Context: an optimization exercise on an open-source flow, tuned for a short achievable clock period and few clock cycles per item. The choices shown serve that exercise and are no tape-out recipe.
Function was checked by simulation only, so behaviour that the tests miss may differ from the original.
Power is estimated from default activity; no workload was simulated.

--- flow/run.sh ---
#!/bin/bash
set -euo pipefail
bash standard.sh SETUP_SLACK_MARGIN=5.4 \
  "BUFFER_PORTS_ARGS=-buffer_cell sky130_fd_sc_hd__buf_4" \
  finish > run_standard.log 2>&1
--- standard.sh ---
#!/bin/bash
# synth_recipe.tcl (not shown) runs the flow's synth.tcl, then flattens the netlist and writes it again
# the make line also repeats each setting of config.mk as NAME=value (left out here)
make -C /OpenROAD-flow-scripts/flow DESIGN_CONFIG=/design/flow/config.mk WORK_HOME=/design/flow/orfs CLKGATE_MAP_FILE= SYNTH_SCRIPT=/design/flow/synth_recipe.tcl "${@:-finish}"
--- config.mk ---
export PLATFORM = sky130hd
export DESIGN_NAME = sliding_window_sender
export DESIGN_NICKNAME = sliding_window_sender
export VERILOG_FILES = /design/flow/design.v
export SDC_FILE = /design/flow/constraint.sdc
export NUM_CORES = 4
export LEC_CHECK = 0
export ABC_CLOCK_PERIOD_IN_PS = 2500
export CAP_MARGIN = 20
export CORE_MARGIN = 2
export CORE_UTILIZATION = 65
export PLACE_DENSITY = 0.75
export SLEW_MARGIN = 20
--- constraint.sdc ---
create_clock -name core_clock -period 8.0 [get_ports {clock}]
set_input_delay 1.6000 -clock core_clock [delete_from_list [all_inputs] [get_ports {clock}]]
set_output_delay 1.6000 -clock core_clock [all_outputs]
set_load 0.01 [all_outputs]
--- design.v ---
package swsnd_pkg;
   localparam logic [1:0] OP_START  = 2'd0;
   localparam logic [1:0] OP_ACK    = 2'd1;
   localparam logic [1:0] OP_HSDONE = 2'd2;
   localparam logic [1:0] OP_TICK   = 2'd3;
   localparam logic [2:0] EV_SEND      = 3'd0;
   localparam logic [2:0] EV_RESEND    = 3'd1;
   localparam logic [2:0] EV_HANDSHAKE = 3'd2;
   localparam logic [2:0] EV_EARLY     = 3'd3;
   localparam logic [2:0] EV_DONE      = 3'd4;
   localparam logic [1:0] PH_CLOSED   = 2'd0;
   localparam logic [1:0] PH_HANDSHK  = 2'd1;
   localparam logic [1:0] PH_TRANSFER = 2'd2;
   localparam int CMDQ_DEPTH = 2;
   localparam int CMDQ_AW    = 1;
   typedef struct packed {
      logic [15:0] packet_count;
      logic [10:0] last_len;
      logic [15:0] timeout_ticks;
   } cfg_type;
   typedef struct packed {
      logic [1:0]  op;
      logic [15:0] ack_seq;
      logic        seq_in_count;    
   } cmd_type;
   typedef struct packed {
      logic [2:0]  event_res;
      logic [15:0] packet_seq;
      logic [10:0] data_len;
   } result_type;
endpackage
module swsnd_front (
   input  logic        clock,
   input  logic        reset,
   input  logic        req_tvalid,
   output logic        req_tready,
   input  logic [1:0]  kind,
   input  logic [15:0] ack_seq,
   output logic        item_valid,
   output logic [1:0]  item_kind,
   output logic [15:0] item_seq,
   input  logic        item_take
);
   logic        skid_valid_ff;
   logic        ready_ff;             
   logic [1:0]  skid_kind_ff;
   logic [15:0] skid_seq_ff;
   assign req_tready = ready_ff;
   assign item_valid = skid_valid_ff || req_tvalid;
   assign item_kind  = skid_valid_ff ? skid_kind_ff : kind;
   assign item_seq   = skid_valid_ff ? skid_seq_ff  : ack_seq;
   always_ff @(posedge clock) begin
      if (reset) begin
         skid_valid_ff <= 1'b0;
         ready_ff      <= 1'b1;
      end else if (skid_valid_ff) begin
         if (item_take) begin
            skid_valid_ff <= 1'b0;
            ready_ff      <= 1'b1;
         end
      end else if (req_tvalid && !item_take) begin
         skid_valid_ff <= 1'b1;
         ready_ff      <= 1'b0;
      end
   end
   always_ff @(posedge clock) begin
      if (!skid_valid_ff) begin
         skid_kind_ff <= kind;
         skid_seq_ff  <= ack_seq;
      end
   end
endmodule
module swsnd_cmdq #(
   parameter int W     = 8,
   parameter int DEPTH = 8
) (
   input  logic         clock,
   input  logic         reset,
   input  logic         write,
   input  logic         push,
   input  logic [W-1:0] push_data,
   output logic         full,
   input  logic         pop,
   output logic         not_empty,
   output logic [W-1:0] head
);
   localparam int AW = $clog2(DEPTH);
   logic [W-1:0]   entry_ff [DEPTH];
   logic [AW:0]    wr_ptr_ff, rd_ptr_ff;    
   logic [AW:0]    rd_next;
   logic [DEPTH:0] level_ff;                
   logic           give_back_ff;            
   logic           not_empty_ff;
   logic [1:0]     up;
   assign full      = level_ff[DEPTH];
   assign not_empty = not_empty_ff;
   assign head      = entry_ff[rd_ptr_ff[AW-1:0]];
   assign rd_next   = rd_ptr_ff + (AW+1)'(pop);
   assign up = 2'(write) - 2'(pop) - 2'(give_back_ff);
   always_ff @(posedge clock) begin
      if (reset) begin
         wr_ptr_ff    <= '0;
         rd_ptr_ff    <= '0;
         level_ff     <= (DEPTH+1)'(1);
         give_back_ff <= 1'b0;
         not_empty_ff <= 1'b0;
      end else begin
         if (push) wr_ptr_ff <= wr_ptr_ff + 1'b1;
         rd_ptr_ff    <= rd_next;
         give_back_ff <= write && !push;
         not_empty_ff <= push || rd_next != wr_ptr_ff;
         unique case (up)
            2'd1: level_ff <= {level_ff[DEPTH-1:0], 1'b0};
            2'd3: level_ff <= {1'b0, level_ff[DEPTH:1]};
            2'd2: level_ff <= {2'b0, level_ff[DEPTH:2]};
            default: ;
         endcase
      end
   end
   always_ff @(posedge clock) begin
      if (write) entry_ff[wr_ptr_ff[AW-1:0]] <= push_data;
   end
endmodule
module swsnd_back #(
   parameter int DW = 36
) (
   input  logic          clock,
   input  logic          reset,
   input  logic [15:0]   packet_count,
   input  logic [15:0]   pc_minus1,
   input  logic          pc_nonzero,
   input  logic [7:0]    pc_lo_onehot,
   input  logic [7:0]    pc_lo_less,      
   input  logic [7:0]    hsdone_mask,     
   input  logic [7:0]    hsdone_len,      
   input  logic [15:0]   timeout_ticks,
   input  logic [15:0]   to_minus1,
   input  logic          timeout_zero,
   input  logic          timeout_max,
   input  logic          item_valid,
   input  logic [1:0]    item_kind,
   input  logic [15:0]   item_seq,
   output logic          item_take,
   input  logic          q_full,
   output logic          q_write,
   output logic          q_push,
   output logic [DW-1:0] q_data
);
   localparam logic [1:0] PH_CLOSED   = 2'd0;
   localparam logic [1:0] PH_HANDSHK  = 2'd1;
   localparam logic [1:0] PH_TRANSFER = 2'd2;
   logic        x_valid_ff;
   logic [3:0]  x_kind_ff;             
   logic [15:0] x_seq_ff;
   logic [7:0]  x_lo_ff;               
   logic        x_e0_ff, x_e1_ff, x_e2_ff, x_z0_ff, x_z1_ff;
   logic        mv_carry_ff, mv_clear_ff;
   logic [1:0]  phase_ff, phase_in;
   logic [12:0] bh_ff, bh_in;          
   logic [13:0] bhp1_ff, bhp1_in;      
   logic [13:0] bhp2_ff, bhp2_in;      
   logic [2:0]  bl_ff, bl_in;          
   logic [7:0]  bloh_ff, bloh_in;      
   logic [7:0]  abovebl, geb_in;       
   logic [7:0]  acked_ff, acked_in;
   logic [7:0]  outst_ff, outst_in;
   logic [15:0] age_ff [8];
   logic [15:0] age_in [8];
   logic [7:0]  ge_ff, ge_in;          
   logic [13:0] dist_ff, dist_in;      
   logic [6:0]  df_ff, df_in;          
   logic [6:0]  df_dec, df_pc;
   logic        proc, x_free;
   logic        hi0, hi1, inwin, ack_tr, slide, set_only;
   logic        is_start, is_hsdone, is_tick, clear, early;
   logic [7:0]  run_s, nlt_s, lt1_s, lt2_s, fire, hs_mask, bln_oh;
   logic [7:0]  age_gep, age_get;
   logic [2:0]  bl_n;
   logic        carry, done, allrun;
   logic        lq0, lq1, lq2, dz, d1, d2, d3, dgt0, dgt1, dgt2, pml;
   logic [7:0]  lo_lt, lt0_s, ltc_s, needm;
   logic [13:0] bhp3, pc_hi14;
   logic [6:0]  df_cmp;
   logic        done_pre, pc_top, base_lt;
   logic [12:0] pc_hi, pm_hi;
   logic [2:0]  pc_lo, pm_lo;
   logic [7:0]  d_emask;
   logic [2:0]  d_first, fire_idx, d_lasts;
   logic        d_lastv;
   logic        d_resend, d_sorder;
   logic [2:0]  d_bl;
   logic [12:0] d_hi;
   logic [7:0]  d_lenm;
   logic        d_tail;
   logic [1:0]  d_tail_ev;
   logic [7:0]  len_slide, len_tick, len_hs;
   logic [7:0]  fire_any, first_fire;
   assign pc_hi = packet_count[15:3];
   assign pc_lo = packet_count[2:0];
   assign pm_hi = pc_minus1[15:3];
   assign pm_lo = pc_minus1[2:0];
   assign proc      = x_valid_ff && !q_full;
   assign x_free    = !x_valid_ff || proc;
   assign item_take = item_valid && x_free;
   always_ff @(posedge clock) begin
      if (reset) begin
         x_valid_ff  <= 1'b0;
         mv_carry_ff <= 1'b0;
         mv_clear_ff <= 1'b0;
      end else begin
         if (x_free) x_valid_ff <= item_valid;
         if (proc) begin
            mv_carry_ff <= slide && carry;
            mv_clear_ff <= clear;
         end else if (x_free) begin
            mv_carry_ff <= 1'b0;
            mv_clear_ff <= 1'b0;
         end
      end
   end
   always_ff @(posedge clock) begin
      if (x_free) begin
         x_kind_ff <= 4'd1 << item_kind;
         x_seq_ff  <= item_seq;
         x_lo_ff   <= 8'd1 << item_seq[2:0];
         x_e0_ff   <= item_seq[15:3] == bh_ff;
         x_e1_ff   <= {1'b0, item_seq[15:3]} == bhp1_ff;
         x_e2_ff   <= {1'b0, item_seq[15:3]} == bhp2_ff;
         x_z0_ff   <= item_seq[15:3] == 13'd0;
         x_z1_ff   <= item_seq[15:3] == 13'd1;
      end
   end
   assign is_start  = proc && x_kind_ff[0];
   assign is_hsdone = proc && x_kind_ff[2] && phase_ff != PH_CLOSED;
   assign is_tick   = proc && x_kind_ff[3] && phase_ff != PH_CLOSED;
   assign clear     = is_start || is_hsdone;
   assign early     = proc && x_kind_ff[1] && phase_ff == PH_HANDSHK;
   assign hi0 = mv_clear_ff ? x_z0_ff : mv_carry_ff ? x_e1_ff : x_e0_ff;
   assign hi1 = mv_clear_ff ? x_z1_ff : mv_carry_ff ? x_e2_ff : x_e1_ff;
   assign ack_tr   = proc && x_kind_ff[1] && phase_ff == PH_TRANSFER;
   assign inwin    = (hi0 && (x_lo_ff & abovebl) != '0) || (hi1 && (x_lo_ff & ~abovebl) != '0);
   assign base_lt  = dgt0 || (dz && (lo_lt & bloh_ff) != '0);    
   assign slide    = ack_tr && hi0 && (x_lo_ff & bloh_ff) != '0 && base_lt;
   assign set_only = ack_tr && inwin && (x_lo_ff & ltc_s) != '0;
   always_comb begin
      for (int i = 0; i < 8; i++) begin
         run_s[i] = 1'b0;
         for (int b = 0; b < 8; b++) begin
            logic t;
            t = bloh_ff[b];
            for (int m = 1; m < 8; m++) begin
               if (m <= ((i - b + 8) % 8)) t = t && acked_ff[(b + m) % 8];
            end
            run_s[i] = run_s[i] || t;
         end
      end
      allrun = &(acked_ff | bloh_ff);
      for (int i = 0; i < 8; i++) bln_oh[i] = allrun ? bloh_ff[i] : (run_s[(i + 7) % 8] && !run_s[i]);
   end
   always_comb begin
      bl_n = '0;
      for (int i = 0; i < 8; i++) if (bln_oh[i]) bl_n = bl_n | 3'(i);
   end
   assign carry  = run_s[7];
   function automatic logic [6:0] dflags(input logic [13:0] d);
      dflags = {!d[13] && d[12:0] > 13'd2, !d[13] && d[12:0] > 13'd1, !d[13] && d[12:0] != '0,
                d == 14'd3, d == 14'd2, d == 14'd1, d == 14'd0};
   endfunction
   assign df_pc  = dflags({1'b0, pc_hi});
   assign pc_hi14 = {1'b0, pc_hi};
   assign bhp3    = bhp2_ff + 14'd1;
   assign df_cmp  = {pc_hi14 > bhp2_ff, pc_hi14 > bhp1_ff, pc_hi14 > {1'b0, bh_ff},
                     pc_hi14 == bhp3, pc_hi14 == bhp2_ff, pc_hi14 == bhp1_ff, pc_hi14 == {1'b0, bh_ff}};
   assign df_dec = {!dist_ff[13] && dist_ff[12:0] > 13'd3, df_ff[6:5], dist_ff == 14'd4, df_ff[3:1]};
   assign {dgt2, dgt1, dgt0, d3, d2, d1, dz} = df_ff;
   assign pc_top   = d1 && (pc_lo_onehot & bloh_ff) != '0;     
   assign done_pre = (ltc_s & bloh_ff) != '0 && (nlt_s & bloh_ff) == '0;
   assign done     = done_pre && (needm & ~acked_ff) == '0 &&
                     (pc_top || (acked_ff & pc_lo_onehot) == '0);
   always_comb begin
      for (int i = 0; i < 8; i++) begin
         lt0_s[i] = dgt0 || (dz && lo_lt[i]);
         lt1_s[i] = dgt1 || (d1 && lo_lt[i]);
         lt2_s[i] = dgt2 || (d2 && lo_lt[i]);
         nlt_s[i] = abovebl[i] ? lt1_s[i] : lt2_s[i];
         ltc_s[i] = abovebl[i] ? lt0_s[i] : lt1_s[i];    
         needm[i] = ltc_s[i] && !bloh_ff[i];
      end
      lo_lt   = pc_lo_less;
      hs_mask = hsdone_mask;
   end
   always_comb begin
      logic seen;
      seen = 1'b0;
      for (int i = 0; i < 8; i++) begin
         fire_any[i]   = outst_ff[i] && ge_ff[i];
         first_fire[i] = fire_any[i] && !seen;
         seen          = seen || fire_any[i];
      end
      fire_idx = '0;
      for (int i = 0; i < 8; i++) if (first_fire[i]) fire_idx = fire_idx | 3'(i);
   end
   always_comb begin
      for (int i = 0; i < 8; i++) begin
         fire[i]    = is_tick && outst_ff[i] && ge_ff[i] && !timeout_max;
         age_get[i] = age_ff[i] >= timeout_ticks;
         age_gep[i] = timeout_zero || age_ff[i] >= to_minus1;
      end
   end
   always_comb begin
      phase_in = phase_ff;
      bh_in    = bh_ff;
      bhp1_in  = bhp1_ff;
      bhp2_in  = bhp2_ff;
      bl_in    = bl_ff;
      bloh_in  = bloh_ff;
      geb_in   = abovebl;
      acked_in = acked_ff;
      outst_in = outst_ff;
      dist_in  = proc ? dist_ff : {1'b0, pc_hi} - {1'b0, bh_ff};
      df_in    = proc ? df_ff : df_cmp;
      for (int i = 0; i < 8; i++) begin
         if (clear || (slide && run_s[i]) || fire[i]) begin
            age_in[i] = '0;
            ge_in[i]  = timeout_zero;
         end else if (is_tick && outst_ff[i]) begin
            age_in[i] = (age_ff[i] == 16'hFFFF) ? 16'hFFFF : age_ff[i] + 16'd1;
            ge_in[i]  = age_gep[i];
         end else begin
            age_in[i] = age_ff[i];
            ge_in[i]  = age_get[i];
         end
      end
      if (clear) begin
         phase_in = is_start ? PH_HANDSHK : PH_TRANSFER;
         bh_in    = '0;
         bhp1_in  = 14'd1;
         bhp2_in  = 14'd2;
         bl_in    = '0;
         bloh_in  = 8'd1;
         geb_in   = 8'hFF;
         dist_in  = {1'b0, pc_hi};
         df_in    = df_pc;
         acked_in = '0;
         outst_in = is_start ? 8'd0 : hs_mask;
      end
      if (set_only) begin
         acked_in = acked_ff | x_lo_ff;
      end
      if (slide) begin
         if (done) phase_in = PH_CLOSED;
         bl_in   = bl_n;
         bloh_in = bln_oh;
         for (int i = 0; i < 8; i++) geb_in[i] = (bln_oh & ~(8'hFE << i)) != '0;
         if (carry) begin
            bh_in   = bhp1_ff[12:0];
            bhp1_in = bhp2_ff;
            bhp2_in = bhp2_ff + 14'd1;
            dist_in = dist_ff - 14'd1;
            df_in   = df_dec;
         end
         acked_in = acked_ff & ~run_s;
         outst_in = (outst_ff & ~run_s) | (nlt_s & run_s);
      end
   end
   always_ff @(posedge clock) begin
      if (reset) phase_ff <= PH_CLOSED;
      else       phase_ff <= phase_in;
   end
   always_ff @(posedge clock) begin
      bh_ff    <= bh_in;
      bhp1_ff  <= bhp1_in;
      bhp2_ff  <= bhp2_in;
      bl_ff    <= bl_in;
      bloh_ff  <= bloh_in;
      abovebl  <= geb_in;
      acked_ff <= acked_in;
      outst_ff <= outst_in;
      ge_ff    <= ge_in;
      dist_ff  <= dist_in;
      df_ff    <= df_in;
      for (int i = 0; i < 8; i++) age_ff[i] <= age_in[i];
   end
   assign pml = pc_lo == 3'd0;
   assign len_hs = hsdone_len;
   assign lq0 = pc_nonzero && (pml ? d1 : dz);
   assign lq1 = pc_nonzero && (pml ? d2 : d1);
   assign lq2 = pc_nonzero && (pml ? d3 : d2);
   always_comb begin
      for (int j = 0; j < 8; j++) begin
         len_slide[j] = (!abovebl[j] ? lq2 : lq1) && 3'(j) == pm_lo;
         len_tick[j]  = (!abovebl[j] ? lq1 : lq0) && 3'(j) == pm_lo;
      end
   end
   always_comb begin
      d_resend  = x_kind_ff[3];
      d_sorder  = x_kind_ff[1];
      d_bl      = (x_kind_ff[1] && phase_ff == PH_HANDSHK) ? x_seq_ff[2:0] :
                  x_kind_ff[2] ? 3'd0 : bl_ff;
      d_tail_ev = x_kind_ff[0] ? 2'd1 : (phase_ff == PH_HANDSHK) ? 2'd2 : 2'd0;
      if (x_kind_ff[1]) begin
         d_hi   = (phase_ff == PH_HANDSHK) ? x_seq_ff[15:3] : bhp1_ff[12:0];
         d_lenm = len_slide;
         d_emask = (phase_ff == PH_HANDSHK) ? 8'd0 : run_s & nlt_s;
         d_first = bl_ff;
         d_tail  = (phase_ff == PH_HANDSHK) || done;
      end else if (x_kind_ff[3]) begin
         d_hi    = bh_ff;
         d_lenm  = len_tick;
         d_emask = fire;
         d_first = fire_idx;
         d_tail  = 1'b0;
      end else begin
         d_hi    = '0;
         d_lenm  = len_hs;
         d_emask = x_kind_ff[2] ? hs_mask : 8'd0;
         d_first = 3'd0;
         d_tail  = x_kind_ff[0];
      end
      q_push = is_start || early || (is_hsdone && pc_nonzero) ||
               (slide && ((nlt_s & bloh_ff) != '0 || done)) || (fire != '0);
   end
   assign q_write = proc;
   always_comb begin
      d_lastv = d_lenm != '0;
      d_lasts = '0;
      for (int i = 0; i < 8; i++) if (d_lenm[i]) d_lasts = d_lasts | 3'(i);
   end
   assign q_data  = {d_emask, d_first, d_resend, d_sorder, d_bl, d_hi, d_lastv, d_lasts,
                     d_tail, d_tail_ev};
endmodule
module swsnd_seq #(
   parameter int DW = 36
) (
   input  logic          clock,
   input  logic          reset,
   input  logic [15:0]   packet_count,
   input  logic [10:0]   last_len,
   input  logic          q_not_empty,
   input  logic [DW-1:0] q_head,
   output logic          q_pop,
   output logic          rsp_valid,
   input  logic          rsp_ready,
   output logic [2:0]    rsp_ev,
   output logic [15:0]   rsp_seq,
   output logic [10:0]   rsp_len,
   output logic          rsp_last
);
   logic [7:0]    q_emask;
   logic [2:0]    q_first, q_lasts;
   logic          q_lastv;
   logic          q_resend, q_sorder;
   logic [2:0]    q_bl;
   logic [12:0]   q_hi;
   logic          q_tail;
   logic [1:0]    q_tail_ev;
   logic [7:0]    q_geb, q_ltb;
   logic          q_one;
   logic          c_one_ff;           
   logic          c_has_ff;           
   logic [7:0]    c_low_ff;           
   logic          c_valid_ff;
   logic [7:0]    c_emask_ff;
   logic          c_resend_ff;
   logic [7:0]    c_geb_ff, c_ltb_ff, c_lenm_ff;
   logic [12:0]   c_hi0_ff, c_hi1_ff;
   logic          c_tail_ff;
   logic [2:0]    c_tail_ev_ff;
   logic [15:0]   c_tail_seq_ff;
   logic [7:0]    low, rest;
   logic [2:0]    s;
   logic          has_pkt, wrap, lastlen, emit, finish, load;
   logic [30:0]   beat;
   logic          o_valid_ff, k_valid_ff;
   logic [30:0]   o_ff, k_ff, o_in;
   assign {q_emask, q_first, q_resend, q_sorder, q_bl, q_hi, q_lastv, q_lasts,
           q_tail, q_tail_ev} = q_head;
   always_comb begin
      for (int i = 0; i < 8; i++) begin
         q_ltb[i] = 3'(i) < q_bl;
         q_geb[i] = !q_sorder || !q_ltb[i];
      end
   end
   function automatic logic atmost1(input logic [7:0] m);
      logic seen, two;
      seen = 1'b0;
      two  = 1'b0;
      for (int i = 0; i < 8; i++) begin
         two  = two || (seen && m[i]);
         seen = seen || m[i];
      end
      atmost1 = !two;
   endfunction
   function automatic logic [7:0] lowest(input logic [7:0] m);
      logic seen;
      seen = 1'b0;
      for (int i = 0; i < 8; i++) begin
         lowest[i] = m[i] && !seen;
         seen      = seen || m[i];
      end
   endfunction
   assign q_one    = atmost1(q_emask);
   function automatic logic [7:0] next_beat(input logic [7:0] m, input logic [7:0] geb);
      next_beat = ((m & geb) != '0) ? lowest(m & geb) : lowest(m);
   endfunction
   always_comb begin
      low = c_low_ff;
      s = '0;
      for (int i = 0; i < 8; i++) if (low[i]) s = s | 3'(i);
   end
   assign rest    = c_emask_ff & ~low;
   assign has_pkt = c_has_ff;
   assign wrap    = (low & c_ltb_ff) != '0;
   assign lastlen = (low & c_lenm_ff) != '0;
   always_comb begin
      if (has_pkt) begin
         beat = {c_resend_ff ? 3'd1 : 3'd0, wrap ? c_hi1_ff : c_hi0_ff, s,
                 lastlen ? last_len : 11'd1024, c_one_ff && !c_tail_ff};
      end else begin
         beat = {c_tail_ev_ff, c_tail_seq_ff, 11'd0, 1'b1};
      end
   end
   assign emit   = c_valid_ff && !k_valid_ff;
   assign finish = emit && beat[0];
   assign load   = !c_valid_ff || finish;
   assign q_pop  = q_not_empty && load;
   always_ff @(posedge clock) begin
      if (reset) begin
         c_valid_ff <= 1'b0;
      end else if (load) begin
         c_valid_ff <= q_not_empty;
      end
   end
   always_ff @(posedge clock) begin
      if (load) begin
         c_emask_ff    <= q_emask;
         c_one_ff      <= q_one;
         c_has_ff      <= q_emask != '0;
         c_low_ff      <= 8'd1 << q_first;
         c_resend_ff   <= q_resend;
         c_geb_ff      <= q_geb;
         c_ltb_ff      <= q_ltb;
         c_lenm_ff     <= q_lastv ? 8'd1 << q_lasts : 8'd0;
         c_hi0_ff      <= q_hi;
         c_hi1_ff      <= q_hi + 13'd1;
         c_tail_ff     <= q_tail;
         c_tail_ev_ff  <= (q_tail_ev == 2'd0) ? 3'd4 : (q_tail_ev == 2'd1) ? 3'd2 : 3'd3;
         c_tail_seq_ff <= (q_tail_ev == 2'd2) ? {q_hi, q_bl} : packet_count;
      end else if (emit) begin
         c_emask_ff <= rest;
         c_one_ff   <= atmost1(rest);
         c_has_ff   <= !c_one_ff;
         c_low_ff   <= next_beat(rest, c_geb_ff);
      end
   end
   always_ff @(posedge clock) begin
      if (reset) begin
         o_valid_ff <= 1'b0;
         k_valid_ff <= 1'b0;
      end else if (!o_valid_ff || rsp_ready) begin
         o_valid_ff <= k_valid_ff || emit;
         k_valid_ff <= 1'b0;
      end else if (emit) begin
         k_valid_ff <= 1'b1;
      end
   end
   always_comb begin
      logic o_move;
      o_move = !o_valid_ff || rsp_ready;
      o_in   = ({31{!o_move}} & o_ff) |
               ({31{o_move && k_valid_ff}} & k_ff) |
               ({31{o_move && !k_valid_ff}} & beat);
   end
   always_ff @(posedge clock) begin
      o_ff <= o_in;
      if (!k_valid_ff) k_ff <= beat;
   end
   assign rsp_valid = o_valid_ff;
   assign {rsp_ev, rsp_seq, rsp_len, rsp_last} = o_ff;
endmodule
module sliding_window_sender #(
   parameter int WINDOW_SLOTS  = 8,
   parameter int PAYLOAD_BYTES = 1024
) (
   input  logic        clock,
   input  logic        reset,
   input  logic        req_tvalid,
   output logic        req_tready,
   input  logic [15:0] req_tdata,    
   input  logic [1:0]  req_tuser,    
   output logic        rsp_tvalid,
   input  logic        rsp_tready,
   output logic [31:0] rsp_tdata,    
   output logic [2:0]  rsp_tuser,    
   output logic        rsp_tlast,    
   input  logic        csr_we,
   input  logic [1:0]  csr_index,
   input  logic [15:0] csr_wdata
);
   localparam int DW = 36;
   localparam int QDEPTH = 8;
   logic [15:0] packet_count_ff, timeout_ff, pcm1_ff, tom1_ff;
   logic [7:0]  pcl_oh_ff, lo_lt_ff, hs_mask_ff, len_hs_ff;
   logic [10:0] last_len_ff;
   logic        pc_nz_ff, tmax_ff, tzero_ff;
   logic          item_valid, item_take;
   logic [1:0]    item_kind;
   logic [15:0]   item_seq;
   logic          q_full, q_write, q_push, q_pop, q_not_empty;
   logic [DW-1:0] q_data, q_head;
   logic [15:0]   rsp_seq;
   logic [10:0]   rsp_len;
   always_ff @(posedge clock) begin
      if (reset) begin
         packet_count_ff <= 16'd1;
         last_len_ff     <= 11'd1024;
         timeout_ff      <= 16'd100;
      end else if (csr_we) begin
         if (csr_index == 2'd0) packet_count_ff <= csr_wdata;
         if (csr_index == 2'd1) last_len_ff     <= csr_wdata[10:0];
         if (csr_index == 2'd2) timeout_ff      <= csr_wdata;
      end
   end
   always_ff @(posedge clock) begin
      pcm1_ff   <= packet_count_ff - 16'd1;
      pc_nz_ff  <= packet_count_ff != '0;
      pcl_oh_ff <= 8'd1 << packet_count_ff[2:0];
      for (int i = 0; i < 8; i++) begin
         lo_lt_ff[i]   <= 3'(i) < packet_count_ff[2:0];
         hs_mask_ff[i] <= packet_count_ff[15:3] != '0 || 3'(i) < packet_count_ff[2:0];
         len_hs_ff[i]  <= packet_count_ff == 16'(i + 1);    
      end
      tom1_ff   <= timeout_ff - 16'd1;
      tzero_ff  <= timeout_ff == 16'd0;
      tmax_ff   <= timeout_ff == 16'hFFFF;
   end
   swsnd_front u_front (
      .clock      (clock),
      .reset      (reset),
      .req_tvalid (req_tvalid),
      .req_tready (req_tready),
      .kind       (req_tuser),
      .ack_seq    (req_tdata),
      .item_valid (item_valid),
      .item_kind  (item_kind),
      .item_seq   (item_seq),
      .item_take  (item_take)
   );
   swsnd_back #(.DW(DW)) u_back (
      .clock         (clock),
      .reset         (reset),
      .packet_count  (packet_count_ff),
      .timeout_ticks (timeout_ff),
      .pc_minus1     (pcm1_ff),
      .pc_nonzero    (pc_nz_ff),
      .pc_lo_onehot  (pcl_oh_ff),
      .pc_lo_less    (lo_lt_ff),
      .hsdone_mask   (hs_mask_ff),
      .hsdone_len    (len_hs_ff),
      .to_minus1     (tom1_ff),
      .timeout_zero  (tzero_ff),
      .timeout_max   (tmax_ff),
      .item_valid    (item_valid),
      .item_kind     (item_kind),
      .item_seq      (item_seq),
      .item_take     (item_take),
      .q_full        (q_full),
      .q_write       (q_write),
      .q_push        (q_push),
      .q_data        (q_data)
   );
   swsnd_cmdq #(.W(DW), .DEPTH(QDEPTH)) u_cmdq (
      .clock     (clock),
      .reset     (reset),
      .write     (q_write),
      .push      (q_push),
      .push_data (q_data),
      .full      (q_full),
      .pop       (q_pop),
      .not_empty (q_not_empty),
      .head      (q_head)
   );
   swsnd_seq #(.DW(DW)) u_seq (
      .clock       (clock),
      .reset       (reset),
      .packet_count(packet_count_ff),
      .last_len    (last_len_ff),
      .q_not_empty (q_not_empty),
      .q_head      (q_head),
      .q_pop       (q_pop),
      .rsp_valid   (rsp_tvalid),
      .rsp_ready   (rsp_tready),
      .rsp_ev      (rsp_tuser),
      .rsp_seq     (rsp_seq),
      .rsp_len     (rsp_len),
      .rsp_last    (rsp_tlast)
   );
   assign rsp_tdata = {5'd0, rsp_len, rsp_seq};
endmodule
==> results of run 1 <==
## logic make-up (layout without fill, tap and decap cells)
| family | after synthesis | after routing | synth area share (%) |
|---|---|---|---|
| muxes | 214 | 214 | 7.10 |
| AOI/OAI and AO/OA | 901 | 901 | 13.0 |
| adders and majority gates | 323 | 323 | 9.31 |
| buffers and inverters | 355 | 580 | 3.38 |
| other | 2 | 7 | 0.0173 |
| and+or+nand+nor | 1238 | 1243 | 13.8 |
| xor gates and xnor gates | 179 | 179 | 3.60 |
| DFF | 845 | 845 | 49.8 |
## routing by layer
layer  wire (um)  vias to the layer above  global-route usage (%)
met5           0                        -                       0
met2       56400                     1892                    54.0
met3       12300                      350                    6.88
li1            -                    15500                       -
met4        6550                        0                    17.4
met1       50400                    16400                    48.3
## sequential cells by signal (all words and copies together), names as in the netlist, 11 cells and up, named ones only
signal and count:
last_len_ff 11, packet_count_ff 16, timeout_ff 16, tom1_ff 16, u_back.age_ff 128, u_back.bh_ff 13, u_back.bhp1_ff 14, u_back.bhp2_ff 14
u_back.dist_ff 14, u_back.x_seq_ff 16, u_cmdq.entry_ff 288, u_front.skid_seq_ff 16, u_seq.c_hi0_ff 13, u_seq.c_hi1_ff 13, u_seq.c_tail_seq_ff 16, u_seq.k_ff 31
u_seq.o_ff 31
## through the flow
stage,instances,instance area [um^2],setup slack [ns],utilization [%],hold WS [ns]
CTS,5102,49200,5.25,74.5,0.455
global route,5155,50000,5.17,75.7,0.468
detailed placement,4864,45000,4.38,68.2,0.443
finish,5156,50000,5.22,75.7,0.453
global placement,4864,45000,4.44,68.2,0.437
floorplan,4061,43800,5.28,-,0.388
## cell type report
cell class	count	area (um^2)	area share (%)
timing repair buffer	245	2370	4.74
sequential	845	21700	43.5
tap	864	1080	2.16
clock inverter	42	389	0.779
multi-input combinational	2866	21200	42.5
inverter	171	681	1.36
clock buffer	122	2470	4.94
antenna	1	2.50	0.00501
## timing repair
item                                   4_1_cts  5_1_grt
gates cloned                                 8        3
gates resized for setup                    179       64
endpoints found under the hold margin        0        0
pin swaps                                   26       23
setup buffers                               66       48
setup endpoints to repair                  657      282
## worst max-delay path by stage
| stage | slack [ns] | startpoint | to |
|---|---|---|---|
| 6_report | 5.22 | packet_count_ff[1] | u_cmdq.entry_ff[5][6] |
| 3_5_place_dp | 4.38 | u_cmdq.rd_ptr_ff[0] | u_seq.c_hi1_ff[12] |
| 2_1_floorplan | 5.28 | req_tdata[7] | u_back.x_e0_ff |
| 4_1_cts | 5.25 | u_seq.o_ff[15] | rsp_tdata[3] |
| 3_3_place_gp | 4.44 | u_cmdq.rd_ptr_ff[0] | u_seq.c_hi1_ff[12] |
| 5_1_grt | 5.17 | packet_count_ff[1] | u_cmdq.entry_ff[5][6] |
## Yosys cell counts, types with 22 or more instances
master	instances	share of area, %
sky130_fd_sc_hd__o21ai_0	217	2.5
sky130_fd_sc_hd__mux2i_1	106	2.4
sky130_fd_sc_hd__clkbuf_1	103	0.89
sky130_fd_sc_hd__a21oi_1	315	3.6
sky130_fd_sc_hd__nor2b_1	51	0.73
sky130_fd_sc_hd__a31oi_1	23	0.33
sky130_fd_sc_hd__nor2_1	254	2.2
sky130_fd_sc_hd__a211oi_1	48	0.83
sky130_fd_sc_hd__nor3_1	66	0.76
sky130_fd_sc_hd__nor4_1	42	0.60
sky130_fd_sc_hd__xor2_1	73	1.5
sky130_fd_sc_hd__and2_1	25	0.36
sky130_fd_sc_hd__nand4_1	86	1.2
sky130_fd_sc_hd__o31ai_1	22	0.38
sky130_fd_sc_hd__buf_2	46	0.53
sky130_fd_sc_hd__ha_1	318	9.1
sky130_fd_sc_hd__and3_1	45	0.65
sky130_fd_sc_hd__dfxtp_1	372	17
sky130_fd_sc_hd__mux4_2	72	3.7
sky130_fd_sc_hd__a21o_1	50	0.86
sky130_fd_sc_hd__nand2_1	386	3.3
sky130_fd_sc_hd__a22oi_1	29	0.50
sky130_fd_sc_hd__nand2b_1	32	0.46
sky130_fd_sc_hd__inv_1	169	1.5
sky130_fd_sc_hd__nand3_1	163	1.9
sky130_fd_sc_hd__edfxtp_1	473	33
sky130_fd_sc_hd__xnor2_1	106	2.1
sky130_fd_sc_hd__mux2_2	35	0.91
sky130_fd_sc_hd__o211ai_1	30	0.52
## worst max-delay path, stage by stage (launching register included)
cell	delay, ns
sky130_fd_sc_hd__dfxtp_4	0.39
sky130_fd_sc_hd__inv_6	0.04
sky130_fd_sc_hd__ha_4	0.16
sky130_fd_sc_hd__ha_4	0.17
sky130_fd_sc_hd__mux2_4	0.34
sky130_fd_sc_hd__nand2_4	0.12
sky130_fd_sc_hd__o21ai_2	0.06
sky130_fd_sc_hd__a22o_1	0.28
sky130_fd_sc_hd__a32oi_2	0.24
sky130_fd_sc_hd__nand3_1	0.13
sky130_fd_sc_hd__or4_4	0.57
## power groups by stage
stage	sequential (mW)	combinational (mW)	clock [mW]
after floorplan	5.37	1.56	0
after global placement	5.50	2.01	0
after CTS	5.41	2.30	4.08
after detailed placement	5.51	2.07	0
after global routing	5.46	2.62	4.24
final	5.42	2.41	4.05
==> qor.log, run 1 <==
INFO  outcome        status=no timing/DRC/antenna violations
INFO  job            max_cap_violations=0
INFO  critical_path  crit_fanout=8
INFO  cts            cts_num_sinks=845
INFO  die            row_count=94
INFO  yosys          yosys_register_bits=845
INFO  critical_path  criticalPathCategory=flop to flop
INFO  final_layout   drive_above_1_share=16.0%
INFO  final_layout   area.growth.synth_to_final=14.8%
INFO  cts            numCtsBuffers=87
INFO  global_routing grt_max_degree=84
INFO  power          power-per-cell-area=238mW/mm^2
INFO  yosys          ys_seq_area_share=49.8%
INFO  die            floorplan.io_pins=79
INFO  critical_path  worstSetupStartpointType=flop
INFO  worst_hold_path holdCritStartpoint=last_len_ff[2]
INFO  power          p_clk_share=34.1%
INFO  yosys          avgSynthCellArea=10.7um^2
INFO  cts            h-tree-depth=3
INFO  sta            finalCritPeriodShare=34.7%
INFO  final_layout   fillCellCount=4423
INFO  critical_path  r2r-start=packet_count_ff[1]
INFO  critical_path  reg2reg_depth=10
INFO  die            fp.dieArea=0.0690mm^2
INFO  power          p_total=11.9mW
INFO  yosys          synth-edff-count=473
INFO  cts            cts_buffer_depth=3
INFO  critical_path  sort_of_element_at_the_end_of_the_critical_path=flop
INFO  placed_design  portBuffers=73
INFO  yosys          synth_flop_cell=sky130_fd_sc_hd__edfxtp_1
INFO  die            chipWidth=263um
INFO  sta            max_slew.worst_pin.slew=1.15ns
INFO  power          lkg_pwr=19.2nW
INFO  cts            clkLatencyLatePin=0.67ns
INFO  cts            cts_tree=done
INFO  route          wl_per_cell=24.4um
INFO  route          first_pass_iters=9
INFO  sta            hold_viol=0
INFO  yosys          yosys_warnings=7
INFO  route          detailroute.via_count=34100
INFO  final_layout   final_net_count=4577
INFO  yosys          syn_area=0.0435mm^2
INFO  worst_hold_path hp-class=flop to flop
INFO  sta            unrepaired_setup_endpoints_after_global_routing=yes
INFO  die            dieHeight=263um
INFO  yosys          syn_inst=4057
INFO  yosys          async_flop_share=0%
INFO  placed_design  post-dp-hpwl=80.3mm
INFO  global_routing grt_antenna_before_repair=0
INFO  route          drtIter0Drc=4389
INFO  power          highest_ir_drop_seen_on_vdd=0.186mV
INFO  global_routing grt_overflow_total=0
INFO  sta            report.final.setup_viol=0
INFO  worst_hold_path hold_path_depth=2
INFO  critical_path  timing.rr.end=u_cmdq.entry_ff[5][6]
INFO  global_routing grt_first_pass_wirelength=188mm
INFO  die            placeableCoreArea=0.0660mm^2
INFO  sta            slew-limit-headroom=22.7%
INFO  power          switching_portion_of_total_power=28.6%
INFO  critical_path  arrival=3.15ns
INFO  cts            buffer_cell_driving_the_clock_tree_root=sky130_fd_sc_hd__clkbuf_16
INFO  cts            clk_pin_slew=0.06ns
INFO  power          p_switching=3.39mW
INFO  critical_path  crit_required=8.37ns
INFO  sta            clock-skew-final=0.0611ns
INFO  global_routing globalRouteTotalUtil=35.2%
INFO  route          viasPerCell=6.62
INFO  sta            fin_setup_tns=0ns
INFO  route          antenna_violating_nets_post_route=0
INFO  power          seq_power_share=45.6%
INFO  global_routing first_global_vias=32000
INFO  critical_path  reg2reg_slack=5.22ns
INFO  power          cell_internal_pwr=8.49mW
INFO  final_layout   highest_count_cells_in_the_layout_ignoring_fill_and_taps=sky130_fd_sc_hd__edfxtp_1, sky130_fd_sc_hd__nand2_1, sky130_fd_sc_hd__dfxtp_1
INFO  placed_design  globalplace.congestion=0.958
INFO  sta            final.min_clock_period=2.78ns
INFO  final_layout   final_common_cell=sky130_fd_sc_hd__edfxtp_1
INFO  yosys          yosysUniqueCellTypes=96
INFO  sta            timing.final.max_slew_violations=0
INFO  route          post-route-drc-count=0
INFO  sta            fmax=360MHz
INFO  cts            hold_fix_buffers_at_cts=0
INFO  worst_hold_path holdPathEnd=last_len_ff[2]
INFO  route          finalWirelength=126mm
INFO  power          p_comb_share=20.3%
INFO  die            effective_utilization_at_floorplan=65.9%
Testbench counts, summed over its fixed seeds: cycles 21,144, items 19,083.
==> run 2: changes to the inputs <==
--- a/config.mk
+++ b/config.mk
@@ -10,4 +10,4 @@
 export CORE_MARGIN = 2
-export CORE_UTILIZATION = 65
-export PLACE_DENSITY = 0.75
+export CORE_UTILIZATION = 80
+export PLACE_DENSITY = 0.85
 export SLEW_MARGIN = 20
==> qor.log, run 2 <==
INFO  die            dieHeight=237um [was 263 um]
INFO  cts            h-tree-depth=3 [unchanged]
INFO  yosys          post_synth_main_area_contributors=sky130_fd_sc_hd__edfxtp_1, sky130_fd_sc_hd__dfxtp_1, sky130_fd_sc_hd__ha_1 [unchanged]
INFO  yosys          syn_inst=4057 [unchanged]
INFO  yosys          synth_flop_cell=sky130_fd_sc_hd__edfxtp_1 [unchanged]
INFO  outcome        error_line=[ERROR GRT-0116] Global routing finished with congestion. Check the congestion regions in the DRC Viewer.
INFO  outcome        flow.stopped_at=global routing (5_1_grt)
INFO  global_routing grt_overflow_total=72
INFO  yosys          ys_top_cells_by_count=sky130_fd_sc_hd__edfxtp_1, sky130_fd_sc_hd__nand2_1, sky130_fd_sc_hd__dfxtp_1 [unchanged]
INFO  global_routing grt_max_degree=84
INFO  outcome        status=stopped before the end [was no timing/DRC/antenna violations]
INFO  yosys          syn_area=0.0435mm^2 [unchanged]
INFO  cts            hold_fix_buffers_at_cts=0 [unchanged]
INFO  global_routing first_global_vias=45500
INFO  yosys          yosys.cell_count.top_type=sky130_fd_sc_hd__edfxtp_1 [unchanged]
INFO  yosys          synth-edff-count=473 [unchanged]
INFO  cts            buffer_cell_driving_the_clock_tree_root=sky130_fd_sc_hd__clkbuf_16 [unchanged]
INFO  global_routing grt_first_pass_wirelength=316mm
INFO  yosys          post-synth-top-area-fraction=32.6% [unchanged]
INFO  cts            cts_num_sinks=845 [unchanged]
INFO  die            effective_utilization_at_floorplan=80.8% [was 65.9%]
INFO  yosys          async_flop_share=0% [unchanged]
INFO  yosys          avgSynthCellArea=10.7um^2 [unchanged]
INFO  yosys          yosys_register_bits=845 [unchanged]
INFO  cts            numCtsBuffers=82 [was 87]
INFO  placed_design  portBuffers=73 [unchanged]
INFO  yosys          yosys_warnings=7 [unchanged]
INFO  die            floorplan.io_pins=79 [unchanged]
INFO  global_routing globalRouteTotalUtil=78.0%
INFO  die            chipWidth=237um [was 263 um]
INFO  yosys          yosysUniqueCellTypes=96 [unchanged]
INFO  placed_design  globalplace.congestion=0.996 [was 0.958]
INFO  yosys          synth_top_area_cell=sky130_fd_sc_hd__edfxtp_1 [unchanged]
INFO  cts            cts_buffer_depth=3 [unchanged]
INFO  placed_design  placement.setup.worst_slack=4.14ns [was 4.38 ns]
INFO  placed_design  post-dp-hpwl=92.8mm [was 80.3 mm]
INFO  die            row_count=85 [was 94]
INFO  yosys          ys_seq_area_share=49.8% [unchanged]
[run 2: cell counts after synthesis]
Identical to the previous run, type by type.
[run 2: timing repair]
action | in CTS
pin swaps | 27
gates cloned | 12
setup endpoints to repair | 741
setup buffers | 86
resized for setup | 235
[run 2: layer usage]
metal / track usage [%] / overflow
met1: 79.1 / 1
met2: 92.9 / 36
met3: 66.2 / 4
met4: 71.6 / 30
met5: 37.2 / 1
[run 2: how the worst min path moves through the flow]
stage	start	slack, ns	cells past startpoint	to
2_1_floorplan	packet_count_ff[2]	0.39	0	lo_lt_ff[3]
3_3_place_gp	u_seq.o_ff[13]	0.44	2	u_seq.o_ff[13]
3_5_place_dp	u_seq.o_ff[3]	0.45	2	u_seq.o_ff[3]
4_1_cts	packet_count_ff[2]	0.46	0	lo_lt_ff[3]
[run 2: power groups by stage]
| stage | registers (mW) | logic, mW | clock network (mW) |
|---|---|---|---|
| CTS | 5.48 | 2.84 | 4.13 |
| detailed placement | 5.55 | 2.22 | 0 |
| global placement | 5.50 | 2.04 | 0 |
| floorplan | 5.37 | 1.56 | 0 |
[run 2: cells by family after synthesis]
group                    Yosys count  synth area share, %
AO/OA/AOI/OAI                    901                 13.0
XOR/XNOR                         179                 3.60
adder cells (fa/ha/maj)          323                 9.31
buffers and inverters            355                 3.38
flip-flops                       845                 49.8
multiplexers                     214                 7.10
other                              2               0.0173
AND/OR/NAND/NOR                 1238                 13.8
[run 2: through the flow]
step,cell area (um^2),power [mW],std cells,hold WS [ns]
4_1_cts,49400,12.5,4940,0.464
2_1_floorplan,43800,6.93,4061,0.388
3_3_place_gp,44700,7.54,4689,0.437
3_5_place_dp,44700,7.77,4689,0.451
==> run 3: changes to the inputs <==
--- a/design.v
+++ b/design.v
@@ -183,3 +183,4 @@
    logic [6:0]  df_cmp;
-   logic        done_pre, pc_top, base_lt;
+   logic        done_pre, pc_top;
+   logic        base_lt_ff, base_lt_in;    
    logic [12:0] pc_hi, pm_hi;
@@ -192,6 +193,6 @@
    logic [12:0] d_hi;
-   logic [7:0]  d_lenm;
    logic        d_tail;
    logic [1:0]  d_tail_ev;
-   logic [7:0]  len_slide, len_tick, len_hs;
+   logic [7:0]  len_hs;
+   logic        pm_above;              
    logic [7:0]  fire_any, first_fire;
@@ -241,4 +242,3 @@
    assign inwin    = (hi0 && (x_lo_ff & abovebl) != '0) || (hi1 && (x_lo_ff & ~abovebl) != '0);
-   assign base_lt  = dgt0 || (dz && (lo_lt & bloh_ff) != '0);    
-   assign slide    = ack_tr && hi0 && (x_lo_ff & bloh_ff) != '0 && base_lt;
+   assign slide    = ack_tr && hi0 && (x_lo_ff & bloh_ff) != '0 && base_lt_ff;
    assign set_only = ack_tr && inwin && (x_lo_ff & ltc_s) != '0;
@@ -321,2 +321,3 @@
       df_in    = proc ? df_ff : df_cmp;
+      base_lt_in = proc ? base_lt_ff : {bh_ff, bl_ff} < packet_count;
       for (int i = 0; i < 8; i++) begin
@@ -341,2 +342,3 @@
          geb_in   = 8'hFF;
+         base_lt_in = pc_nonzero;
          dist_in  = {1'b0, pc_hi};
@@ -351,2 +353,4 @@
          if (done) phase_in = PH_CLOSED;
+         base_lt_in = carry ? dgt1 || (d1 && (bln_oh & lo_lt) != '0)
+                            : dgt0 || (dz && (bln_oh & lo_lt) != '0);
          bl_in   = bl_n;
@@ -381,2 +385,3 @@
       df_ff    <= df_in;
+      base_lt_ff <= base_lt_in;
       for (int i = 0; i < 8; i++) age_ff[i] <= age_in[i];
@@ -388,8 +393,3 @@
    assign lq2 = pc_nonzero && (pml ? d3 : d2);
-   always_comb begin
-      for (int j = 0; j < 8; j++) begin
-         len_slide[j] = (!abovebl[j] ? lq2 : lq1) && 3'(j) == pm_lo;
-         len_tick[j]  = (!abovebl[j] ? lq1 : lq0) && 3'(j) == pm_lo;
-      end
-   end
+   assign pm_above = abovebl[pm_lo];
    always_comb begin
@@ -402,3 +402,3 @@
          d_hi   = (phase_ff == PH_HANDSHK) ? x_seq_ff[15:3] : bhp1_ff[12:0];
-         d_lenm = len_slide;
+         d_lastv = pm_above ? lq1 : lq2;
          d_emask = (phase_ff == PH_HANDSHK) ? 8'd0 : run_s & nlt_s;
@@ -408,3 +408,3 @@
          d_hi    = bh_ff;
-         d_lenm  = len_tick;
+         d_lastv = pm_above ? lq0 : lq1;
          d_emask = fire;
@@ -414,3 +414,3 @@
          d_hi    = '0;
-         d_lenm  = len_hs;
+         d_lastv = len_hs != '0;
          d_emask = x_kind_ff[2] ? hs_mask : 8'd0;
@@ -423,7 +423,3 @@
    assign q_write = proc;
-   always_comb begin
-      d_lastv = d_lenm != '0;
-      d_lasts = '0;
-      for (int i = 0; i < 8; i++) if (d_lenm[i]) d_lasts = d_lasts | 3'(i);
-   end
+   assign d_lasts = pm_lo;    
    assign q_data  = {d_emask, d_first, d_resend, d_sorder, d_bl, d_hi, d_lastv, d_lasts,
@@ -465,3 +461,3 @@
    logic [7:0]    c_geb_ff, c_ltb_ff, c_lenm_ff;
-   logic [12:0]   c_hi0_ff, c_hi1_ff;
+   logic [12:0]   c_hi0_ff, c_hi1;
    logic          c_tail_ff;
@@ -511,2 +507,3 @@
    assign rest    = c_emask_ff & ~low;
+   assign c_hi1   = c_hi0_ff + 13'd1;
    assign has_pkt = c_has_ff;
@@ -516,3 +513,3 @@
       if (has_pkt) begin
-         beat = {c_resend_ff ? 3'd1 : 3'd0, wrap ? c_hi1_ff : c_hi0_ff, s,
+         beat = {c_resend_ff ? 3'd1 : 3'd0, wrap ? c_hi1 : c_hi0_ff, s,
                  lastlen ? last_len : 11'd1024, c_one_ff && !c_tail_ff};
@@ -544,3 +541,2 @@
          c_hi0_ff      <= q_hi;
-         c_hi1_ff      <= q_hi + 13'd1;
          c_tail_ff     <= q_tail;
==> flow/run.sh (replaced) <==
#!/bin/bash
set -euo pipefail
bash standard.sh SETUP_SLACK_MARGIN=5.7 \
  "BUFFER_PORTS_ARGS=-buffer_cell sky130_fd_sc_hd__buf_4" \
  finish > run_standard.log 2>&1
--- a/config.mk
+++ b/config.mk
@@ -10,4 +10,4 @@
 export CORE_MARGIN = 2
-export CORE_UTILIZATION = 80
-export PLACE_DENSITY = 0.85
+export CORE_UTILIZATION = 65
+export PLACE_DENSITY = 0.75
 export SLEW_MARGIN = 20
==> qor.log, run 3 <==
INFO  critical_path  wp_buf_inv=0
INFO  global_routing grt_max_degree=73
INFO  power          cell_internal_pwr=8.52mW
INFO  power          p_clk_share=35.5%
INFO  cts            numCtsBuffers=86 [was 82]
INFO  job            max_cap_violations=0
INFO  final_layout   fillCellCount=3389
INFO  cts            hold_fix_buffers_at_cts=0 [unchanged]
INFO  yosys          post_synth_main_area_contributors=sky130_fd_sc_hd__edfxtp_1, sky130_fd_sc_hd__dfxtp_1, sky130_fd_sc_hd__ha_1 [unchanged]
INFO  yosys          synth_top_area_cell=sky130_fd_sc_hd__edfxtp_1 [unchanged]
INFO  sta            finalCritPeriodShare=38.4%
INFO  critical_path  worstSetupPathDepth=7
INFO  route          wl_per_cell=27.6um
INFO  sta            fin_setup_tns=0ns
INFO  die            chipWidth=262um [was 237 um]
INFO  final_layout   final_net_count=4797
INFO  worst_hold_path hp-class=flop to flop
INFO  yosys          yosys_warnings=7 [unchanged]
INFO  sta            hold_viol=0
INFO  global_routing grt_overflow_total=0
INFO  global_routing grt_antenna_before_repair=7
INFO  yosys          syn_area=0.0432mm^2 [was 0.0435 mm^2]
INFO  placed_design  post-dp-hpwl=81.5mm [was 92.8 mm]
INFO  power          p_total=12.1mW
INFO  route          detailroute.via_count=37500
INFO  route          drtIter0Drc=5915
INFO  yosys          syn_inst=4018 [was 4057]
INFO  die            fp.dieArea=0.0685mm^2
INFO  route          antenna_violating_nets_post_route=0
INFO  final_layout   highest_count_cells_in_the_layout_ignoring_fill_and_taps=sky130_fd_sc_hd__edfxtp_1, sky130_fd_sc_hd__ha_1, sky130_fd_sc_hd__nor2_1
INFO  die            floorplan.io_pins=79 [unchanged]
INFO  route          first_pass_iters=9
INFO  yosys          yosys.cell_count.top_type=sky130_fd_sc_hd__edfxtp_1 [unchanged]
INFO  critical_path  critical_path.slowest_cell=sky130_fd_sc_hd__or4b_4
INFO  worst_hold_path holdCritStartpoint=u_seq.o_ff[23]
INFO  yosys          yosysUniqueCellTypes=93 [was 96]
INFO  cts            clkLatencyLatePin=0.68ns
INFO  critical_path  critical_path.max_stage_delay=0.63ns
INFO  placed_design  placement.setup.worst_slack=4.47ns [was 4.14 ns]
INFO  critical_path  crit_fanout=4
INFO  critical_path  worstSetupStartpointType=flop
INFO  final_layout   layout.cells.non_filler=5360
INFO  critical_path  critical_path.cell_chain=mux2_4 > a221o_1 > a211o_1 > nand4b_1 > or4b_4 > a21oi_2 > mux2_4
INFO  power          highest_ir_drop_seen_on_vdd=0.171mV
INFO  final_layout   largest_register_ffs=288
INFO  cts            cts_tree=done
INFO  global_routing first_global_vias=32600
INFO  power          p_comb_share=20.5%
INFO  die            row_count=94 [was 85]
INFO  worst_hold_path hold_path_depth=1
INFO  critical_path  sort_of_element_at_the_end_of_the_critical_path=flop
INFO  route          viasPerCell=7.00
INFO  critical_path  reg2reg_depth=7
INFO  yosys          synth-edff-count=461 [was 473]
INFO  critical_path  r2r-start=u_back.abovebl[6]
INFO  power          lkg_pwr=21.1nW
INFO  critical_path  cpLargestDelayFamily=simple AND/OR/NAND/NOR gates
INFO  yosys          ys_seq_area_share=49.3% [was 49.8%]
INFO  power          power-per-cell-area=223mW/mm^2
INFO  placed_design  globalplace.congestion=0.938 [was 0.996]
INFO  yosys          synth_flop_cell=sky130_fd_sc_hd__edfxtp_1 [unchanged]
INFO  placed_design  placedCellCount=4821 [was 4689]
INFO  sta            finalWorstSetupSlack=4.92ns
INFO  final_layout   layout.core_utilization=82.5%
INFO  cts            buffer_cell_driving_the_clock_tree_root=sky130_fd_sc_hd__clkbuf_16 [unchanged]
INFO  global_routing grt_first_pass_wirelength=196mm
INFO  sta            fmax=325MHz
INFO  die            placeableCoreArea=0.0657mm^2
INFO  final_layout   drive_above_1_share=26.6%
INFO  yosys          avgSynthCellArea=10.7um^2 [about the same]
INFO  die            dieHeight=262um [was 237 um]
INFO  power          seq_power_share=44.0%
INFO  final_layout   area.growth.synth_to_final=25.6%
INFO  yosys          async_flop_share=0% [unchanged]
INFO  cts            cts_num_sinks=833 [was 845]
INFO  critical_path  critical_path.most_common_cell=sky130_fd_sc_hd__mux2_4
INFO  placed_design  portBuffers=73 [unchanged]
INFO  critical_path  crit_required=8.55ns
INFO  critical_path  worst_setup_path_startpoint=u_back.abovebl[6]
INFO  yosys          ys_top_cells_by_count=sky130_fd_sc_hd__edfxtp_1, sky130_fd_sc_hd__dfxtp_1, sky130_fd_sc_hd__ha_1 [was sky130_fd_sc_hd__edfxtp_1, sky130_fd_sc_hd__nand2_1, sky130_fd_sc_hd__dfxtp_1]
INFO  cts            h-tree-depth=3 [unchanged]
INFO  sta            slew-limit-headroom=26.9%
INFO  route          post-route-drc-count=0
INFO  critical_path  criticalPathCategory=flop to flop
INFO  power          switching_portion_of_total_power=29.4%
INFO  yosys          post-synth-top-area-fraction=32.1% [was 32.6%]
INFO  sta            final.min_clock_period=3.08ns
INFO  critical_path  arrival=3.63ns
INFO  yosys          yosys_register_bits=833 [was 845]
INFO  global_routing globalRouteTotalUtil=37.9%
INFO  final_layout   final_common_cell=sky130_fd_sc_hd__edfxtp_1
INFO  sta            clock-skew-final=0.0454ns
INFO  sta            report.final.setup_viol=0
INFO  outcome        status=no timing/DRC/antenna violations [was stopped before the end]
INFO  cts            clk_pin_slew=0.06ns
INFO  cts            cts_buffer_depth=3 [unchanged]
INFO  sta            timing.final.max_slew_violations=0
INFO  power          p_switching=3.55mW
INFO  sta            max_slew.worst_pin.slew=1.09ns
INFO  route          finalWirelength=148mm
INFO  die            effective_utilization_at_floorplan=65.6% [was 80.8%]
INFO  sta            unrepaired_setup_endpoints_after_global_routing=yes
[run 3: repair_timing]
item	4_1_cts	5_1_grt
setup buffers	125	204
gates resized for setup	274	450
pin swaps	40	124
cloned	13	34
setup endpoints to repair	781	483
[run 3: power by group through the flow]
stage | Clock (mW) | Combinational, mW | Sequential, mW
final | 4.29 | 2.47 | 5.31
after global routing | 4.43 | 2.62 | 5.34
after CTS | 4.23 | 2.14 | 5.28
after detailed placement | 0 | 1.82 | 5.37
after global placement | 0 | 1.78 | 5.36
after floorplan | 0 | 1.37 | 5.24
[run 3: cells by family (layout without fill, tap and decap cells)]
family	count (synthesis)	in the layout	synth area share, %
DFF	833	833	49.3
AOI/OAI and AO/OA	903	913	13.5
buffers and inverters	364	822	3.27
adders and majority gates	337	337	9.79
xor gates and xnor gates	178	178	3.61
muxes	203	203	6.96
and+or+nand+nor	1198	1201	13.5
other	2	9	0.0174
[run 3: final cells by class]
type / count / area (um^2) / area share (%)
diodes: 3 / 7.51 / 0.0138
clock buffers: 104 / 2290 / 4.23
repair buffers: 467 / 4900 / 9.03
repair inverters: 1 / 8.76 / 0.0162
well taps: 864 / 1080 / 1.99
clock inverters: 56 / 688 / 1.27
multi-input cells: 2838 / 22900 / 42.3
inverters: 194 / 865 / 1.59
flip-flops and latches: 833 / 21500 / 39.6
[run 3: per-stage QoR]
stage	instance area, um^2	hold WS [ns]
4_1_cts	50200	0.471
5_1_grt	54200	0.495
3_5_place_dp	44800	0.455
3_3_place_gp	44800	0.451
6_report	54200	0.470
2_1_floorplan	43900	0.399
[run 3: per-layer routing]
layer  GRT usage [%]  up-vias  part of all wire [%]
met3            8.84      808                    13
met4            16.3        6                   6.9
li1                -    15900                     -
met2            57.8     2956                    43
met1            52.3    17900                    36
met5               0        -                 0.022
[run 3: path summary, 6_finish.rpt]
path / end / slack, ns
setup / recovery: u_cmdq.wr_ptr_ff[3] / 4.92
hold / removal: u_seq.o_ff[23] / 0.47
setup reg to reg: u_cmdq.wr_ptr_ff[3] / 4.92
hold reg to reg: u_seq.o_ff[23] / 0.47
Testbench counts of run 3, summed over its fixed seeds: cycles 21,144, items 19,083.
==> run 4: changes to the inputs <==
==> flow/run.sh (replaced) <==
#!/bin/bash
set -euo pipefail
bash standard.sh SETUP_SLACK_MARGIN=5.4 \
  "BUFFER_PORTS_ARGS=-buffer_cell sky130_fd_sc_hd__buf_4" \
  finish > run_standard.log 2>&1
==> qor.log, run 4 <==
INFO  outcome        status=no timing/DRC/antenna violations [unchanged]
INFO  final_layout   layout.cells.non_filler=5167 [was 5360]
INFO  critical_path  critical_path.most_common_cell=sky130_fd_sc_hd__mux2_4 [unchanged]
INFO  yosys          ys_seq_area_share=49.3% [unchanged]
INFO  final_layout   largest_register_ffs=288 [unchanged]
INFO  cts            cts_buffer_depth=3 [unchanged]
INFO  yosys          syn_area=0.0432mm^2 [unchanged]
INFO  power          p_switching=3.24mW [was 3.55 mW]
INFO  sta            unrepaired_setup_endpoints_after_global_routing=yes [unchanged]
INFO  sta            timing.final.max_slew_violations=0 [unchanged]
INFO  cts            numCtsBuffers=88 [was 86]
INFO  yosys          yosys_warnings=7 [unchanged]
INFO  placed_design  postPlaceCellArea=0.0447mm^2 [was 0.0448 mm^2]
INFO  die            fp.dieArea=0.0685mm^2 [unchanged]
INFO  global_routing grt_overflow_total=0 [unchanged]
INFO  cts            clkLatencyLatePin=0.65ns [was 0.68 ns]
INFO  power          highest_ir_drop_seen_on_vdd=0.181mV [was 0.171 mV]
INFO  placed_design  globalplace.congestion=0.961 [was 0.938]
INFO  placed_design  placedCellCount=4828 [was 4821]
INFO  power          lkg_pwr=19.7nW [was 21.1 nW]
INFO  die            chipWidth=262um [unchanged]
INFO  job            max_cap_violations=0 [unchanged]
INFO  critical_path  critical_path.max_stage_delay=0.62ns [was 0.63 ns]
INFO  route          finalWirelength=127mm [was 148 mm]
INFO  cts            h-tree-depth=3 [unchanged]
INFO  critical_path  crit_fanout=5 [was 4]
INFO  die            floorplan.io_pins=79 [unchanged]
INFO  global_routing grt_max_degree=97 [was 73]
INFO  placed_design  portBuffers=73 [unchanged]
INFO  yosys          post_synth_main_area_contributors=sky130_fd_sc_hd__edfxtp_1, sky130_fd_sc_hd__dfxtp_1, sky130_fd_sc_hd__ha_1 [unchanged]
INFO  sta            max_slew.worst_pin.slew=1.11ns [was 1.09 ns]
INFO  critical_path  sort_of_element_at_the_end_of_the_critical_path=flop [unchanged]
INFO  route          wl_per_cell=24.5um [was 27.6 um]
INFO  die            placeableCoreArea=0.0657mm^2 [unchanged]
INFO  power          p_comb_share=17.9% [was 20.5%]
INFO  sta            final.hold.worst_slack=0.476ns [was 0.470 ns]
INFO  sta            finalCritPeriodShare=37.3% [was 38.4%]
INFO  yosys          yosys_register_bits=833 [unchanged]
INFO  power          p_clk_share=36.7% [was 35.5%]
INFO  yosys          synth-edff-count=461 [unchanged]
INFO  sta            slew-limit-headroom=25.0% [was 26.9%]
INFO  global_routing first_global_vias=31900 [was 32600]
INFO  die            effective_utilization_at_floorplan=65.6% [unchanged]
INFO  route          viasPerCell=6.62 [was 7.00]
INFO  critical_path  worstSetupStartpointType=flop [unchanged]
INFO  power          switching_portion_of_total_power=27.8% [was 29.4%]
INFO  yosys          syn_inst=4018 [unchanged]
INFO  yosys          post-synth-top-area-fraction=32.1% [unchanged]
INFO  yosys          async_flop_share=0% [unchanged]
INFO  critical_path  crit_required=8.54ns [was 8.55 ns]
INFO  placed_design  post-dp-hpwl=81.1mm [was 81.5 mm]
INFO  critical_path  criticalPathCategory=flop to flop [unchanged]
INFO  critical_path  critical_path.slowest_cell=sky130_fd_sc_hd__or4b_4 [unchanged]
INFO  final_layout   post-route-cell-area=0.0504mm^2 [was 0.0542 mm^2]
INFO  global_routing globalRouteTotalUtil=35.9% [was 37.9%]
INFO  sta            final.min_clock_period=2.98ns [was 3.08 ns]
INFO  sta            fin_setup_tns=0ns [unchanged]
INFO  power          cell_internal_pwr=8.42mW [was 8.52 mW]
INFO  worst_hold_path hp-class=flop to flop [unchanged]
INFO  yosys          synth_flop_cell=sky130_fd_sc_hd__edfxtp_1 [unchanged]
INFO  yosys          yosysUniqueCellTypes=93 [unchanged]
INFO  sta            report.final.setup_viol=0 [unchanged]
INFO  yosys          synth_top_area_cell=sky130_fd_sc_hd__edfxtp_1 [unchanged]
INFO  sta            clock-skew-final=0.0229ns [was 0.0454 ns]
INFO  sta            fmax=335MHz [was 325 MHz]
INFO  final_layout   area.growth.synth_to_final=16.8% [was 25.6%]
INFO  die            row_count=94 [unchanged]
INFO  route          detailroute.via_count=34200 [was 37500]
INFO  cts            hold_fix_buffers_at_cts=0 [unchanged]
INFO  cts            cts_tree=done [unchanged]
INFO  route          drtIter0Drc=3919 [was 5915]
INFO  critical_path  arrival=3.52ns [was 3.63 ns]
INFO  final_layout   fillCellCount=4166 [was 3389]
INFO  power          seq_power_share=45.4% [was 44.0%]
INFO  power          power-per-cell-area=231mW/mm^2 [was 223 mW/mm^2]
INFO  final_layout   final_net_count=4601 [was 4797]
INFO  yosys          avgSynthCellArea=10.7um^2 [unchanged]
INFO  cts            cts_num_sinks=833 [unchanged]
INFO  global_routing grt_first_pass_wirelength=187mm [was 196 mm]
INFO  final_layout   final_common_cell=sky130_fd_sc_hd__edfxtp_1 [unchanged]
INFO  route          first_pass_iters=9 [unchanged]
INFO  route          antenna_violating_nets_post_route=0 [unchanged]
INFO  final_layout   drive_above_1_share=18.4% [was 26.6%]
INFO  global_routing grt_antenna_before_repair=0 [was 7]
INFO  route          post-route-drc-count=0 [unchanged]
INFO  final_layout   highest_count_cells_in_the_layout_ignoring_fill_and_taps=sky130_fd_sc_hd__edfxtp_1, sky130_fd_sc_hd__nor2_1, sky130_fd_sc_hd__ha_1 [was sky130_fd_sc_hd__edfxtp_1, sky130_fd_sc_hd__ha_1, sky130_fd_sc_hd__nor2_1]
INFO  cts            buffer_cell_driving_the_clock_tree_root=sky130_fd_sc_hd__clkbuf_16 [unchanged]
INFO  critical_path  critical_path.cell_chain=mux2_4 > a221o_1 > a211o_1 > nand4b_1 > or4b_4 > a21oi_2 > mux2_4 [unchanged]
INFO  yosys          ys_top_cells_by_count=sky130_fd_sc_hd__edfxtp_1, sky130_fd_sc_hd__dfxtp_1, sky130_fd_sc_hd__ha_1 [unchanged]
INFO  yosys          yosys.cell_count.top_type=sky130_fd_sc_hd__edfxtp_1 [unchanged]
INFO  die            dieHeight=262um [unchanged]
INFO  sta            hold_viol=0 [unchanged]
INFO  cts            clk_pin_slew=0.06ns [about the same]
run 4: power by group through the flow:
stage               Sequential (mW)  Combinational (mW)  Clock [mW]
floorplan                      5.24                1.33           0
global placement               5.37                1.76           0
detailed placement             5.38                1.79           0
CTS                            5.29                1.96        4.30
global route                   5.33                2.26        4.46
finish                         5.29                2.09        4.28
run 4: what timing repair did:
action | 4_1_cts | 5_1_grt
endpoints found under the hold margin | 0 | 0
pin swaps | 23 | 48
gates cloned | 2 | 5
resized for setup | 197 | 143
buffers inserted | 82 | 82
setup endpoints to repair | 583 | 315
run 4: layout make-up:
cell class                 count  area [um^2]  area share [%]
antenna                        2         5.00         0.00993
clock buffer                 118         2400            4.77
clock inverter                48          632            1.25
inverter                     194          796            1.58
multi-input combinational   2826        21500            42.7
sequential                   833        21400            42.5
tap                          864         1080            2.15
timing repair buffer         282         2560            5.07
run 4: cells by family (layout without fill, tap and decap cells):
| kind of cell | after synthesis | after routing | synth area share (%) |
|---|---|---|---|
| other | 2 | 8 | 0.0174 |
| and+or+nand+nor | 1198 | 1199 | 13.5 |
| adders and majority gates | 337 | 337 | 9.79 |
| AOI/OAI and AO/OA | 903 | 903 | 13.5 |
| DFF | 833 | 833 | 49.3 |
| buffers and inverters | 364 | 642 | 3.27 |
| muxes | 203 | 203 | 6.96 |
| xor gates and xnor gates | 178 | 178 | 3.61 |
run 4: through the flow:
step | worst slack, ns | utilization, % | power, mW
global route | 4.96 | 76.6 | 12.0
global placement | 4.45 | 67.9 | 7.13
detailed placement | 4.43 | 68.0 | 7.17
finish | 5.02 | 76.7 | 11.7
floorplan | 5.17 | - | 6.57
CTS | 5.07 | 74.6 | 11.6
run 4: routing by layer:
| metal | wire, um | vias to the layer above | global-route usage (%) |
|---|---|---|---|
| met3 | 13700 | 358 | 7.20 |
| met5 | 0 | - | 0 |
| met1 | 50800 | 16500 | 49.9 |
| li1 | - | 15400 | - |
| met2 | 56800 | 1972 | 55.4 |
| met4 | 5380 | 0 | 15.0 |
run 4: final timing paths:
path	from	end	slack (ns)	cells after the start
setup reg to reg	u_back.abovebl[6]	u_cmdq.wr_ptr_ff[3]	5.02	7
hold reg to reg	u_seq.o_ff[19]	u_seq.o_ff[19]	0.48	1
hold / removal	u_seq.o_ff[19]	u_seq.o_ff[19]	0.48	1
setup / recovery	u_back.abovebl[6]	u_cmdq.wr_ptr_ff[3]	5.02	7
run 4: worst max-delay path, delay by kind of cell (launching register included):
| kind | cells | cell delay [ns] |
|---|---|---|
| AOI/OAI and AO/OA | 3 | 0.74 |
| DFF | 1 | 0.52 |
| muxes | 2 | 0.65 |
| and+or+nand+nor | 2 | 0.95 |

separate check: timing with driven ports:
No port has a modelled driver above. Below, the same layouts with a new extraction and two added sets of constraints. Step 1 (the two cells are an assumption about what drives the block):
set clk [get_ports {clock}]
set_driving_cell -lib_cell sky130_fd_sc_hd__clkbuf_16 $clk
set_driving_cell -lib_cell sky130_fd_sc_hd__buf_2 [delete_from_list [all_inputs] $clk]
Step 2 times the ports against the registers' clock, not the clock port: input delays grow and output delays shrink by t, the midpoint of the rising clock arrivals with the driver on. a / b / c = ideal ports / drivers / drivers and shift; a / b = the first two.
run | shift t [ns] | setup slack, ns | hold WS [ns] | worst register clock-pin slew, ns | worst data-port slew with drivers (ns)
run 1 | 0.708 | 5.223 / 5.206 / 4.907 | 0.453 / 0.453 / 0.453 | 0.07 / 0.07 | 0.05
run 3 | 0.726 | 4.925 / 4.925 / 4.847 | 0.470 / 0.470 / 0.470 | 0.08 / 0.08 | 0.04
run 4 | 0.711 | 5.018 / 5.018 / 4.858 | 0.476 / 0.476 / 0.476 | 0.07 / 0.07 | 0.04
After both steps setup and hold are still met in every run listed. The setup slack of run 1, which loses most, moves by -0.017 ns with the drivers and by -0.316 ns with both steps.
